Source: an optimization exercise on an open RTL-to-GDS flow (aim: small area, a short achievable clock period and few clock cycles per item). Production flows keep margins and buffers that such runs may drop. For this run, only the layout was checked, not whether the RTL still works.

**design/flow/design.v**
```verilog
`timescale 1ns/1ps
`default_nettype none
package fc_pkg;
  typedef logic signed [8-1:0] act_t;      
  typedef act_t [2-1:0] act_beat_t;         
  typedef logic signed [8-1:0] weight_t;
  typedef weight_t [3-1:0] weight_word_t;      
  typedef logic [3-1:0][8-1:0] lane_vec_t;
  typedef struct packed {
    logic [$clog2((6 / 3))-1:0] group;           
    lane_vec_t [2-1:0]     lanes;           
  } result_t;
  typedef struct packed {
    logic                  en;
    logic [3-1:0] addr;                    
    act_beat_t             data;
  } buf_wr_t;
endpackage
`default_nettype wire
`timescale 1ns/1ps
`default_nettype none
module fc_mac_cs (
  input  logic [7:0]  a,
  input  logic [2:0]  one,
  input  logic [2:0]  two,
  input  logic [3:0]  sel3,
  input  logic [7:0]  w,
  input  logic [8:0]  nw,
  input  logic [18:0] s,
  input  logic [18:0] c,
  output logic [18:0] s_n,
  output logic [18:0] c_n
);
  wire r0_0 = ((one[0] & w[0])) ^ a[1];
  wire r0_1 = ((one[0] & w[1]) | (two[0] & w[0])) ^ a[1];
  wire r0_2 = ((one[0] & w[2]) | (two[0] & w[1])) ^ a[1];
  wire r0_3 = ((one[0] & w[3]) | (two[0] & w[2])) ^ a[1];
  wire r0_4 = ((one[0] & w[4]) | (two[0] & w[3])) ^ a[1];
  wire r0_5 = ((one[0] & w[5]) | (two[0] & w[4])) ^ a[1];
  wire r0_6 = ((one[0] & w[6]) | (two[0] & w[5])) ^ a[1];
  wire r0_7 = ((one[0] & w[7]) | (two[0] & w[6])) ^ a[1];
  wire r0_8 = ((one[0] & w[7]) | (two[0] & w[7])) ^ a[1];
  wire rn0 = ~r0_8;
  wire r1_0 = ((one[1] & w[0])) ^ a[3];
  wire r1_1 = ((one[1] & w[1]) | (two[1] & w[0])) ^ a[3];
  wire r1_2 = ((one[1] & w[2]) | (two[1] & w[1])) ^ a[3];
  wire r1_3 = ((one[1] & w[3]) | (two[1] & w[2])) ^ a[3];
  wire r1_4 = ((one[1] & w[4]) | (two[1] & w[3])) ^ a[3];
  wire r1_5 = ((one[1] & w[5]) | (two[1] & w[4])) ^ a[3];
  wire r1_6 = ((one[1] & w[6]) | (two[1] & w[5])) ^ a[3];
  wire r1_7 = ((one[1] & w[7]) | (two[1] & w[6])) ^ a[3];
  wire r1_8 = ((one[1] & w[7]) | (two[1] & w[7])) ^ a[3];
  wire rn1 = ~r1_8;
  wire r2_0 = ((one[2] & w[0])) ^ a[5];
  wire r2_1 = ((one[2] & w[1]) | (two[2] & w[0])) ^ a[5];
  wire r2_2 = ((one[2] & w[2]) | (two[2] & w[1])) ^ a[5];
  wire r2_3 = ((one[2] & w[3]) | (two[2] & w[2])) ^ a[5];
  wire r2_4 = ((one[2] & w[4]) | (two[2] & w[3])) ^ a[5];
  wire r2_5 = ((one[2] & w[5]) | (two[2] & w[4])) ^ a[5];
  wire r2_6 = ((one[2] & w[6]) | (two[2] & w[5])) ^ a[5];
  wire r2_7 = ((one[2] & w[7]) | (two[2] & w[6])) ^ a[5];
  wire r2_8 = ((one[2] & w[7]) | (two[2] & w[7])) ^ a[5];
  wire rn2 = ~r2_8;
  wire r3_0 = (sel3[0] & w[0]) | (sel3[2] & nw[0]);
  wire r3_1 = (sel3[0] & w[1]) | (sel3[2] & nw[1]) | (sel3[1] & w[0]) | (sel3[3] & nw[0]);
  wire r3_2 = (sel3[0] & w[2]) | (sel3[2] & nw[2]) | (sel3[1] & w[1]) | (sel3[3] & nw[1]);
  wire r3_3 = (sel3[0] & w[3]) | (sel3[2] & nw[3]) | (sel3[1] & w[2]) | (sel3[3] & nw[2]);
  wire r3_4 = (sel3[0] & w[4]) | (sel3[2] & nw[4]) | (sel3[1] & w[3]) | (sel3[3] & nw[3]);
  wire r3_5 = (sel3[0] & w[5]) | (sel3[2] & nw[5]) | (sel3[1] & w[4]) | (sel3[3] & nw[4]);
  wire r3_6 = (sel3[0] & w[6]) | (sel3[2] & nw[6]) | (sel3[1] & w[5]) | (sel3[3] & nw[5]);
  wire r3_7 = (sel3[0] & w[7]) | (sel3[2] & nw[7]) | (sel3[1] & w[6]) | (sel3[3] & nw[6]);
  wire r3_8 = (sel3[0] & w[7]) | (sel3[2] & nw[8]) | (sel3[1] & w[7]) | (sel3[3] & nw[7]);
  wire r3_9 = (sel3[0] & w[7]) | (sel3[2] & nw[8]) | (sel3[1] & w[7]) | (sel3[3] & nw[8]);
  wire rn3 = ~r3_9;
  wire t1, t2;
  assign {t2, t1} = r0_2 + r1_0;
  wire t3, t4;
  assign {t4, t3} = r0_3 + r1_1;
  wire t5, t6;
  assign {t6, t5} = r0_4 + r1_2 + r2_0;
  wire t7, t8;
  assign {t8, t7} = a[5] + s[4];
  wire t9, t10;
  assign {t10, t9} = r0_5 + r1_3 + r2_1;
  wire t11, t12;
  assign {t12, t11} = s[5] + c[5];
  wire t13, t14;
  assign {t14, t13} = r0_6 + r1_4 + r2_2;
  wire t15, t16;
  assign {t16, t15} = r3_0 + s[6] + c[6];
  wire t17, t18;
  assign {t18, t17} = r0_7 + r1_5 + r2_3;
  wire t19, t20;
  assign {t20, t19} = r3_1 + s[7] + c[7];
  wire t21, t22;
  assign {t22, t21} = r0_8 + r1_6 + r2_4;
  wire t23, t24;
  assign {t24, t23} = r3_2 + s[8] + c[8];
  wire t25, t26;
  assign {t26, t25} = r0_8 + r1_7 + r2_5;
  wire t27, t28;
  assign {t28, t27} = r3_3 + s[9] + c[9];
  wire t29, t30;
  assign {t30, t29} = rn0 + rn1 + r2_6;
  wire t31, t32;
  assign {t32, t31} = r3_4 + s[10] + c[10];
  wire t33, t34;
  assign {t34, t33} = r2_7 + r3_5 + s[11];
  wire t35, t36;
  assign {t36, t35} = c[11] + 1'b1;
  wire t37, t38;
  assign {t38, t37} = rn2 + r3_6 + s[12];
  wire t39, t40;
  assign {t40, t39} = r3_7 + s[13];
  wire t41, t42;
  assign {t42, t41} = r3_8 + s[14];
  wire t43, t44;
  assign {t44, t43} = r0_0 + a[1];
  wire t45, t46;
  assign {t46, t45} = r0_1 + s[1];
  wire t47, t48;
  assign {t48, t47} = t1 + a[3] + s[2];
  wire t49, t50;
  assign {t50, t49} = t2 + t3 + s[3];
  wire t51, t52;
  assign {t52, t51} = t4 + t5 + t7;
  wire t53, t54;
  assign {t54, t53} = t6 + t8 + t9;
  wire t55, t56;
  assign {t56, t55} = t10 + t12 + t13;
  wire t57, t58;
  assign {t58, t57} = t14 + t16 + t17;
  wire t59, t60;
  assign {t60, t59} = t18 + t20 + t21;
  wire t61, t62;
  assign {t62, t61} = t22 + t24 + t25;
  wire t63, t64;
  assign {t64, t63} = t26 + t28 + t29;
  wire t65, t66;
  assign {t66, t65} = t30 + t32 + t33;
  wire t67, t68;
  assign {t68, t67} = t34 + t36 + t37;
  wire t69, t70;
  assign {t70, t69} = t38 + t39 + c[13];
  wire t71, t72;
  assign {t72, t71} = t40 + t41 + c[14];
  wire t73, t74;
  assign {t74, t73} = t42 + rn3 + s[15];
  wire t75, t76;
  assign {t76, t75} = s[16] + c[16];
  wire t77, t78;
  assign {t78, t77} = s[17] + c[17];
  wire t79, t80;
  assign {t80, t79} = s[18] + c[18];
  wire t81, t82;
  assign {t82, t81} = t43 + s[0];
  wire t83, t84;
  assign {t84, t83} = t44 + t45 + c[1];
  wire t85, t86;
  assign {t86, t85} = t46 + t47 + c[2];
  wire t87, t88;
  assign {t88, t87} = t48 + t49 + c[3];
  wire t89, t90;
  assign {t90, t89} = t50 + t51 + c[4];
  wire t91, t92;
  assign {t92, t91} = t52 + t53 + t11;
  wire t93, t94;
  assign {t94, t93} = t54 + t55 + t15;
  wire t95, t96;
  assign {t96, t95} = t56 + t57 + t19;
  wire t97, t98;
  assign {t98, t97} = t58 + t59 + t23;
  wire t99, t100;
  assign {t100, t99} = t60 + t61 + t27;
  wire t101, t102;
  assign {t102, t101} = t62 + t63 + t31;
  wire t103, t104;
  assign {t104, t103} = t64 + t65 + t35;
  wire t105, t106;
  assign {t106, t105} = t66 + t67 + c[12];
  wire t107, t108;
  assign {t108, t107} = t68 + t69 + 1'b1;
  wire t109, t110;
  assign {t110, t109} = t70 + t71 + 1'b1;
  wire t111, t112;
  assign {t112, t111} = t72 + t73 + c[15];
  wire t113, t114;
  assign {t114, t113} = t74 + t75 + 1'b1;
  wire t115, t116;
  assign {t116, t115} = t76 + t77 + 1'b1;
  wire t117, t118;
  assign {t118, t117} = t78 + t79 + 1'b1;
  assign s_n = {t116, t114, t112, t110, t108, t106, t104, t102, t100, t98, t96, t94, t92, t90, t88, t86, t84, t82, t81};
  assign c_n = {t117, t115, t113, t111, t109, t107, t105, t103, t101, t99, t97, t95, t93, t91, t89, t87, t85, t83, c[0]};
endmodule
module fc_booth_enc (
  input  logic [7:0] a,
  output logic [2:0] one,
  output logic [2:0] two,
  output logic [3:0] sel3
);
  for (genvar k = 0; k < 3; k++)
  begin : g_dig
    logic lo;
    assign lo     = (k == 0) ? 1'b0 : a[2*k-1];
    assign one[k] = a[2*k] ^ lo;
    assign two[k] = (a[2*k+1] & ~a[2*k] & ~lo) | (~a[2*k+1] & a[2*k] & lo);
  end
  logic one3, two3;
  assign one3 = a[6] ^ a[5];
  assign two3 = (a[7] & ~a[6] & ~a[5]) | (~a[7] & a[6] & a[5]);
  assign sel3 = {two3 & a[7], one3 & a[7], two3 & ~a[7], one3 & ~a[7]};
endmodule
`default_nettype wire
`timescale 1ns/1ps
`default_nettype none
module fc_top (
  input  logic        clk,
  input  logic        rst_n,
  input  logic        act_valid,
  input  logic [15:0] act_data,
  output logic        act_ready,
  input  logic        weight_valid,
  input  logic [23:0] weight_data,
  output logic        weight_ready,
  output logic        result_valid,
  output logic [48:0] result,
  input  logic        result_ready
);
  logic [15:0] ring [8];        
  logic [2:0]  tk;              
  logic [2:0]  a_idx;           
  logic        a_ahead;         
  logic        wr;
  logic        idle;
  logic [2:0]  m_idx;           
  logic        m_ph;            
  logic        wx;              
  logic        w_last;
  logic [23:0] w_r;
  logic [8:0]  nw_r [3];        
  logic        s1_last, s1_ph;
  logic        pend;            
  logic        pend_g;
  logic        res_load;
  assign idle = !a_ahead && (a_idx == 3'd0) && !m_ph && (m_idx == 3'd0);
  assign wr = act_valid && a_rdy;
  assign wx     = weight_valid && !w_rdy_n;
  assign w_last = (m_idx == 3'd7);
  assign res_load = pend && (!result_valid || result_ready);
  always_ff @(posedge clk)
  begin
    ring[0] <= (act_valid && a_rdy_d) ? act_data : ring[7];
    for (int k = 1; k < 8; k++)
      ring[k] <= ring[k-1];
    w_r <= (weight_valid && w_rdy_d) ? weight_data : 24'd0;
    for (int j = 0; j < 3; j++)
      nw_r[j] <= (weight_valid && w_rdy_d) ? -{weight_data[8*j+7], weight_data[8*j +: 8]} : 9'd0;
  end
  logic [2:0] tk_n, a_idx_n, m_idx_n;
  logic       a_ahead_n, m_ph_n, pend_n, rv_n;
  always_comb
  begin
    tk_n      = (idle && !wr) ? 3'd0 : tk1;
    a_idx_n   = wr ? a1 : a_idx;
    a_ahead_n = a_ahead ^ ((wr && (a_idx == 3'd7)) != (wx && m_ph && w_last));
    m_idx_n   = wx ? m1 : m_idx;
    m_ph_n    = m_ph ^ (wx && w_last);
    pend_n    = s1_last || (pend && !res_load);
    rv_n      = res_load || (result_valid && !result_ready);
  end
  logic [3:0] act_rdy_c, w_rdy_c;
  logic [2:0] tk1, a1, m1;
  always_ff @(posedge clk or negedge rst_n)
  begin
    if (!rst_n)
    begin
      tk1 <= 3'd1;
      a1  <= 3'd1;
      m1  <= 3'd1;
    end
    else
    begin
      tk1 <= (idle && !wr) ? 3'd1 : tk1 + 1'b1;
      if (wr)
        a1 <= a1 + 1'b1;
      if (wx)
        m1 <= m1 + 1'b1;
    end
  end
  for (genvar c = 0; c < 4; c++)
  begin : g_rdy
    localparam bit WR = c[1];
    localparam bit WX = c[0];
    logic [2:0] tk_x, a_idx_x, m_idx_x;
    logic       a_ahead_x, m_ph_x;
    logic [2:0] tkm1_x;    
    always_comb
    begin
      tk_x      = (idle && !WR) ? 3'd0 : tk1;
      tkm1_x    = (idle && !WR) ? 3'd7 : tk;
      a_idx_x   = WR ? a1 : a_idx;
      a_ahead_x = a_ahead ^ ((WR && (a_idx == 3'd7)) != (WX && m_ph && w_last));
      m_idx_x   = WX ? m1 : m_idx;
      m_ph_x    = m_ph ^ (WX && w_last);
    end
    assign act_rdy_c[c] = (tk_x == a_idx_x)
                          && (!a_ahead_x || (m_ph_x && (m_idx_x > a_idx_x)));
    assign w_rdy_c[c]   = (tkm1_x == m_idx_x)
                          && (m_ph_x || a_ahead_x || (a_idx_x > m_idx_x));
  end
  logic act_ready_n;    
  logic a_rdy;          
  logic w_rdy_n;        
  logic a_rdy_d;        
  logic w_rdy_d;        
  logic w_blk;
  assign w_blk = (wx ? w_last : (m_idx == 3'd0))
                 && (s1_last || pend || (result_valid && !result_ready));
  always_ff @(posedge clk or negedge rst_n)
  begin
    if (!rst_n)
    begin
      act_ready_n  <= 1'b0;
      weight_ready <= 1'b0;
      a_rdy        <= 1'b1;
      w_rdy_n      <= 1'b1;
    end
    else
    begin
      act_ready_n  <= !act_rdy_c[{wr, wx}];
      weight_ready <= w_rdy_c[{wr, wx}] && !w_blk;
      a_rdy        <= act_rdy_c[{wr, wx}];
      w_rdy_n      <= !(w_rdy_c[{wr, wx}] && !w_blk);
    end
  end
  always_ff @(posedge clk)
  begin
    a_rdy_d <= act_rdy_c[{wr, wx}];
    w_rdy_d <= w_rdy_c[{wr, wx}] && !w_blk;
  end
  assign act_ready = !act_ready_n;
  always_ff @(posedge clk or negedge rst_n)
  begin
    if (!rst_n)
    begin
      tk           <= '0;
      a_idx        <= '0;
      a_ahead      <= 1'b0;
      m_idx        <= '0;
      m_ph         <= 1'b0;
      s1_last      <= 1'b0;
      pend         <= 1'b0;
      result_valid <= 1'b0;
    end
    else
    begin
      tk           <= tk_n;
      a_idx        <= a_idx_n;
      a_ahead      <= a_ahead_n;
      m_idx        <= m_idx_n;
      m_ph         <= m_ph_n;
      s1_last      <= wx && w_last;
      pend         <= pend_n;
      result_valid <= rv_n;
    end
  end
  always_ff @(posedge clk)
  begin
    s1_ph <= m_ph;
    if (s1_last)
      pend_g <= s1_ph;
  end
  logic [41:0] res_q;
  logic        res_g;
  for (genvar b = 0; b < 2; b++)
  begin : g_img
    logic [2:0] one_n, two_n, one_r, two_r;
    logic [3:0] sel3_n, sel3_r;
    fc_booth_enc u_enc (
      .a    (ring[0][8*b +: 8]),
      .one  (one_n),
      .two  (two_n),
      .sel3 (sel3_n)
    );
    always_ff @(posedge clk)
    begin
      one_r  <= one_n;
      two_r  <= two_n;
      sel3_r <= sel3_n;
    end
    for (genvar j = 0; j < 3; j++)
    begin : g_lane
      logic [18:0] acc_s, acc_c;
      logic [18:0] s_n, c_n;
      logic [18:0] accv;
      logic        clr_l;           
      localparam int L = 3 * b + j;
      logic clr_q;
      if (L == 0)
      begin : g_c0
        always_ff @(posedge clk) clr_q <= wx && (m_idx == 3'd0);
        assign clr_l = clr_q;
      end
      else if (L == 1)
      begin : g_c1
        always_ff @(posedge clk) clr_q <= !(wx && (m_idx == 3'd0));
        assign clr_l = !clr_q;
      end
      else if (L == 2)
      begin : g_c2
        always_ff @(posedge clk) clr_q <= weight_valid && w_rdy_d && (m_idx == 3'd0);
        assign clr_l = clr_q;
      end
      else if (L == 3)
      begin : g_c3
        always_ff @(posedge clk) clr_q <= !(weight_valid && w_rdy_d && (m_idx == 3'd0));
        assign clr_l = !clr_q;
      end
      else if (L == 4)
      begin : g_c4
        always_ff @(posedge clk) clr_q <= weight_valid && weight_ready && (m_idx == 3'd0);
        assign clr_l = clr_q;
      end
      else
      begin : g_c5
        always_ff @(posedge clk) clr_q <= !(weight_valid && weight_ready && (m_idx == 3'd0));
        assign clr_l = !clr_q;
      end
      fc_mac_cs u_mac (
        .a    (ring[1][8*b +: 8]),
        .one  (one_r),
        .two  (two_r),
        .sel3 (sel3_r),
        .w    (w_r[8*j +: 8]),
        .nw   (nw_r[j]),
        .s    (clr_l ? 19'd0 : acc_s),
        .c    (clr_l ? 19'd0 : acc_c),
        .s_n  (s_n),
        .c_n  (c_n)
      );
      assign accv = acc_s + acc_c;
      always_ff @(posedge clk)
      begin
        acc_s <= s_n;
        acc_c <= c_n;
        if (res_load)
          res_q[7*(3*b+j) +: 7] <= accv[18] ? 7'd0
                                 : (|accv[17:11]) ? 7'd127
                                 : accv[10:4];
      end
    end
  end
  always_ff @(posedge clk)
  begin
    if (res_load)
      res_g <= pend_g;
  end
  assign result = {res_g,
                   1'b0, res_q[35 +: 7], 1'b0, res_q[28 +: 7], 1'b0, res_q[21 +: 7],
                   1'b0, res_q[14 +: 7], 1'b0, res_q[ 7 +: 7], 1'b0, res_q[ 0 +: 7]};
endmodule
`default_nettype wire
```
**design/flow/flow/run.sh**
```bash
#!/bin/bash
# The standard layout (the standard.sh, unchanged synthesis and steps), with
# one change: the port buffers that placement inserts are plain buf_2 cells
# rather than the delay-cell buffers the resizer picks by default, which later
# repair (restricted to the same cell footprint) cannot resize.
set -euo pipefail
bash standard.sh "BUFFER_PORTS_ARGS=-buffer_cell sky130_fd_sc_hd__buf_2" finish > standard.log 2>&1
```
**design/flow/standard.sh**
```bash
#!/bin/bash
# synth_recipe.tcl (not shown) runs the flow's synth.tcl, then flattens the netlist and writes it again
# the make line also repeats each setting of config.mk as NAME=value (left out here)
make -C /OpenROAD-flow-scripts/flow DESIGN_CONFIG=/design/flow/config.mk WORK_HOME=/design/flow/orfs CLKGATE_MAP_FILE= SYNTH_SCRIPT=/design/flow/synth_recipe.tcl "${@:-finish}"
```
**design/flow/config.mk**
```make
export PLATFORM = sky130hd
export DESIGN_NAME = fc_top
export DESIGN_NICKNAME = fc_top
export VERILOG_FILES = /design/flow/design.v
export SDC_FILE = /design/flow/constraint.sdc
export NUM_CORES = 4
export LEC_CHECK = 0
export ABC_CLOCK_PERIOD_IN_PS = 2600
export CAP_MARGIN = 20
export CORE_MARGIN = 2
export CORE_UTILIZATION = 40
export CTS_BUF_LIST = sky130_fd_sc_hd__clkbuf_8 sky130_fd_sc_hd__clkbuf_16
export CTS_CLUSTER_DIAMETER = 80
export CTS_CLUSTER_SIZE = 24
export PLACE_DENSITY = 0.6
export SETUP_SLACK_MARGIN = 3.55
export SLEW_MARGIN = 20
```
**design/flow/constraint.sdc**
```tcl
create_clock -name core_clock -period 6.0 [get_ports {clk}]
set_input_delay 1.2000 -clock core_clock [delete_from_list [all_inputs] [get_ports {clk}]]
set_output_delay 1.2000 -clock core_clock [all_outputs]
set_load 0.01 [all_outputs]
```
==> run summary <==
Floorplanning:
- The core area is 73100 sq um.
- The die area is 76200 sq um.
- The initial utilization of the core area, before any placement, comes to 40.5%.
- During I/O placement, the number of pins put on the boundary was 97.
- The die is 276 um tall.
- The number of core rows is 99.
- The floorplan step set the die width to 276 um.

Clock tree:
- The clock-pin transition on the worst setup and hold timing paths is 0.10 ns.
- The maximum count of clock buffers along a single path is 3.
- The count of clock tree sinks is 496.
- The TritonCTS clock tree is done.
- Buffers inserted to repair hold after CTS numbered 0.
- The TritonCTS buffer count is 31.
- The worst-skew pair later-pin latency is 0.65 ns.
- The root buffer cell chosen for the clock tree is sky130_fd_sc_hd__clkbuf_16.
- In this run the number of H-tree levels came out at 1.

Worst setup path:
- The critical path capture point type is a register.
- The slowest stage of the critical path belongs to the cell sky130_fd_sc_hd__fa_1.
- The startpoint identified for the worst register-to-register timing path is g_img[0].one_r[2].
- The signal on the critical path passes through buf_16 > a22oi_2 > xnor2_2 > fa_1 > inv_1 > fa_1 > inv_1 > fa_2.
- Data on the critical path arrives at its endpoint at 3.26 ns.
- The data required time of the worst path is 6.58 ns.
- The register-to-register setup slack is 3.32 ns.
- Of all nets on the critical path, the largest fanout is 7.
- The critical path's largest stage delay is 0.53 ns.
- The worst reg2reg path depth is 8.
- The type of the worst setup path is reg -> reg.
- In this run the critical register-to-register path is captured at g_img[0].g_lane[1].acc_c[8].
- The worst setup path is launched from a register.

Global routing:
- The largest net degree at the start of global routing is 44.
- The overflow left after global routing is 0.
- Global routing consumed, over all layers together, 20.1% of the routing resources.
- The via count of the first global-routing pass is 22365.
- The initial antenna violation count was 8.
- The first global-routing pass estimated 121000 um of wire.

Final layout:
- Measured on the finished design, the core utilization comes to 51.3%.
- In the final design database the tool counted 3638 nets.
- The number of standard cells in the final layout excluding fillers is 4126.
- The summed area of non-filler cells in the final layout is 37500 sq um.
- The count of filler cells inserted in the layout is 6335.
- The area growth from synthesis to layout is 26.7%.
- The proportion of layout cells with a drive suffix above 1 is 30.2%.

Timing:
- Timing would allow up to 373 MHz.
- In the final timing run, aggregate negative setup slack is 0 ns.
- The final critical path time including I/O delays and setup is 2.68 ns.
- The final count of negative-setup-slack endpoints is 0.
- The clock skew after layout is 0.0517 ns.
- Of the available clock period, the critical path in the final layout requires 44.7%.
- The final number of max-transition violations is 0.
- The headroom to the max-slew limit is 34.6%.
- The final number of hold-violating endpoints came to 0.
- The measured slew at the worst slew-check pin is 0.979 ns.
- Setup repair after global routing could not meet its margin everywhere.
- The minimum hold slack is 0.312 ns.

Synth:
- Counting flops with a built-in enable in the synthesized netlist gives 44.
- By count the netlist is led by sky130_fd_sc_hd__dfxtp_1, sky130_fd_sc_hd__inv_1, sky130_fd_sc_hd__fa_1, sky130_fd_sc_hd__ha_1, sky130_fd_sc_hd__a22oi_1.
- The average instance area after synthesis is 10.0 sq um.
- The synthesized instance count is 2950.
- The flip-flop cell with the highest count after synthesis is sky130_fd_sc_hd__dfxtp_1.
- The fraction of registers with async set or reset after synthesis is 5.44%.
- The synthesized netlist occupies a cell area of 29600 sq um.
- The proportion of netlist area held by the largest area contributor is 28.8%.
- By area the synthesized netlist is led by sky130_fd_sc_hd__dfxtp_1, sky130_fd_sc_hd__fa_1, sky130_fd_sc_hd__ha_1.
- Counting flops and latches in the post-synthesis netlist gives 496.
- Yosys mapped the design onto 81 distinct sky130hd cell types.
- Summed over all instances, the cell type with the most area after synthesis is sky130_fd_sc_hd__dfxtp_1.
- After synthesis, flip-flops and latches occupy 35.5% of the total area.
- For this run, the number of Yosys warnings is 5.

Placed design:
- Buffers placed on the I/O ports in this run total 90.
- Routability-driven placement finished with a final weighted congestion of 0.852.
- Once placement finished, the instance area stood at 31500 sq um.
- Including well taps, the total number of placed cells is 3859.
- The placed wire-length estimate is 50100 um.

Routing:
- The total number of vias is 21402.
- The routed design has 77600 um of wire.
- The number of antenna-violating nets in the routed design is 0.
- Dividing the detail-routed via count by the number of cells gives 5.19.
- In the routed design, unresolved DRC markers number 0.
- The first detailed-routing pass took 16 iterations.
- The routed wirelength normalized by instance count is 18.8 um.
- The detailed router's first-iteration violation count is 1252.

Hold path:
- The hold path depth is 0.
- The path category of the worst min-delay check is reg -> reg.
- The worst hold path begins at ring[6][1].
- The sink of the worst hold path is ring[7][1].

Job:
- The reported max-cap violation count is 0.

Status:
- The flow ran to the end and the layout has no timing, DRC or antenna violations.
cell families after synthesis:
kind of cell,after synthesis,synth area share [%]
other,1,0.0127
muxes,24,0.892
AOI/OAI and AO/OA,524,12.4
adders and majority gates,451,25.3
xor gates and xnor gates,262,7.75
and+or+nand+nor,606,10.6
buffers and inverters,586,7.53
DFF,496,35.5
area by class of cell:
type,count,area [sq um],share of cell area [%]
flip-flops and latches,496,10800,28.7
multi-input cells,1873,19500,51.9
inverters,427,1610,4.30
repair buffers,313,3370,8.98
clock inverters,21,248,0.661
well taps,959,1200,3.20
diodes,1,2.50,0.00667
clock buffers,36,856,2.28
layout by cell type, fill, tap and decap left out, drive strengths merged, types with 101 or more instances in the layout:
cell type	count
a22oi	201
nand2	153
xnor2	144
nor2b	101
fa	246
buf	304
xor2	118
inv	439
dfxtp	425
ha	205
sequential cells by signal (all words and copies together) (netlist names), 4 cells and up:
| register | flops |
|---|---|
| g_img.g_lane.acc_c | 108 |
| g_img.g_lane.acc_s | 114 |
| g_img.g_lane.clr_q | 6 |
| g_img.one_r | 4 |
| g_img.sel3_r | 8 |
| g_img.two_r | 6 |
| nw_r | 27 |
| res_q | 42 |
| ring | 128 |
| w_r | 21 |
worst max-delay path: cells and delay by family, from the launching register on:
kind                       cells  cell delay [ns]
xor gates and xnor gates       1             0.12
AOI/OAI and AO/OA              1             0.27
buffers and inverters          3             0.28
DFF                            1             0.42
adders and majority gates      3             1.52
stage by stage:
stage / worst slack (ns)
final: 3.32
after global routing: 3.23
after CTS: 3.33
after detailed placement: 2.72
after global placement: 2.78
after floorplan: 3.42
worst max path at each step:
stage / start / end / slack (ns)
2_1_floorplan: g_img[1].one_r[2] / g_img[1].g_lane[0].acc_c[7] / 3.42
3_3_place_gp: g_img[0].one_r[1] / g_img[0].g_lane[0].acc_c[10] / 2.78
3_5_place_dp: g_img[0].one_r[1] / g_img[0].g_lane[0].acc_c[10] / 2.72
4_1_cts: ring[1][8] / g_img[1].g_lane[0].acc_c[8] / 3.33
5_1_grt: g_img[0].g_lane[1].acc_c[6] / res_q[10] / 3.23
6_report: g_img[0].one_r[2] / g_img[0].g_lane[1].acc_c[8] / 3.32
metal layers:
metal	up-vias	GRT usage (%)	wire length [um]
li1	9999	-	-
met2	643	32.4	35800
met3	180	4.92	6090
met1	10570	26.0	32500
met4	10	7.58	3150
met5	-	0	57
timing repair:
action / CTS / global route
pin swaps: 211 / 182
resized for setup: 389 / 214
gates cloned: 17 / 3
setup endpoints to repair: 213 / 175
buffers inserted: 142 / 47

[static timing again, ports no longer ideal]
No port has a modelled driver above. Below, the same layout with a new extraction and two added sets of constraints. Step 1 sets driving cells, clkbuf_16 on the clock port and buf_2 on the other inputs (assumed; they add their load-dependent delay and slew). Step 2 moves the port delays by t, midway between the first and last clock arrival at a register: inputs arrive t later, outputs are due t later. That takes back most of the time a late clock gives input paths. Three values: ideal ports, drivers, drivers and shift; two values: the first two.
t, ns: 0.691
setup WS [ns]: 3.320 / 3.320 / 3.068
hold WS [ns]: 0.312 / 0.312 / 0.312
worst setup path at the end: input to register
pins driven straight from the clock port: 1
After both steps setup and hold are still met in this run. For this run, drivers alone change the setup slack by 0.000 ns; drivers and shift together by -0.252 ns.
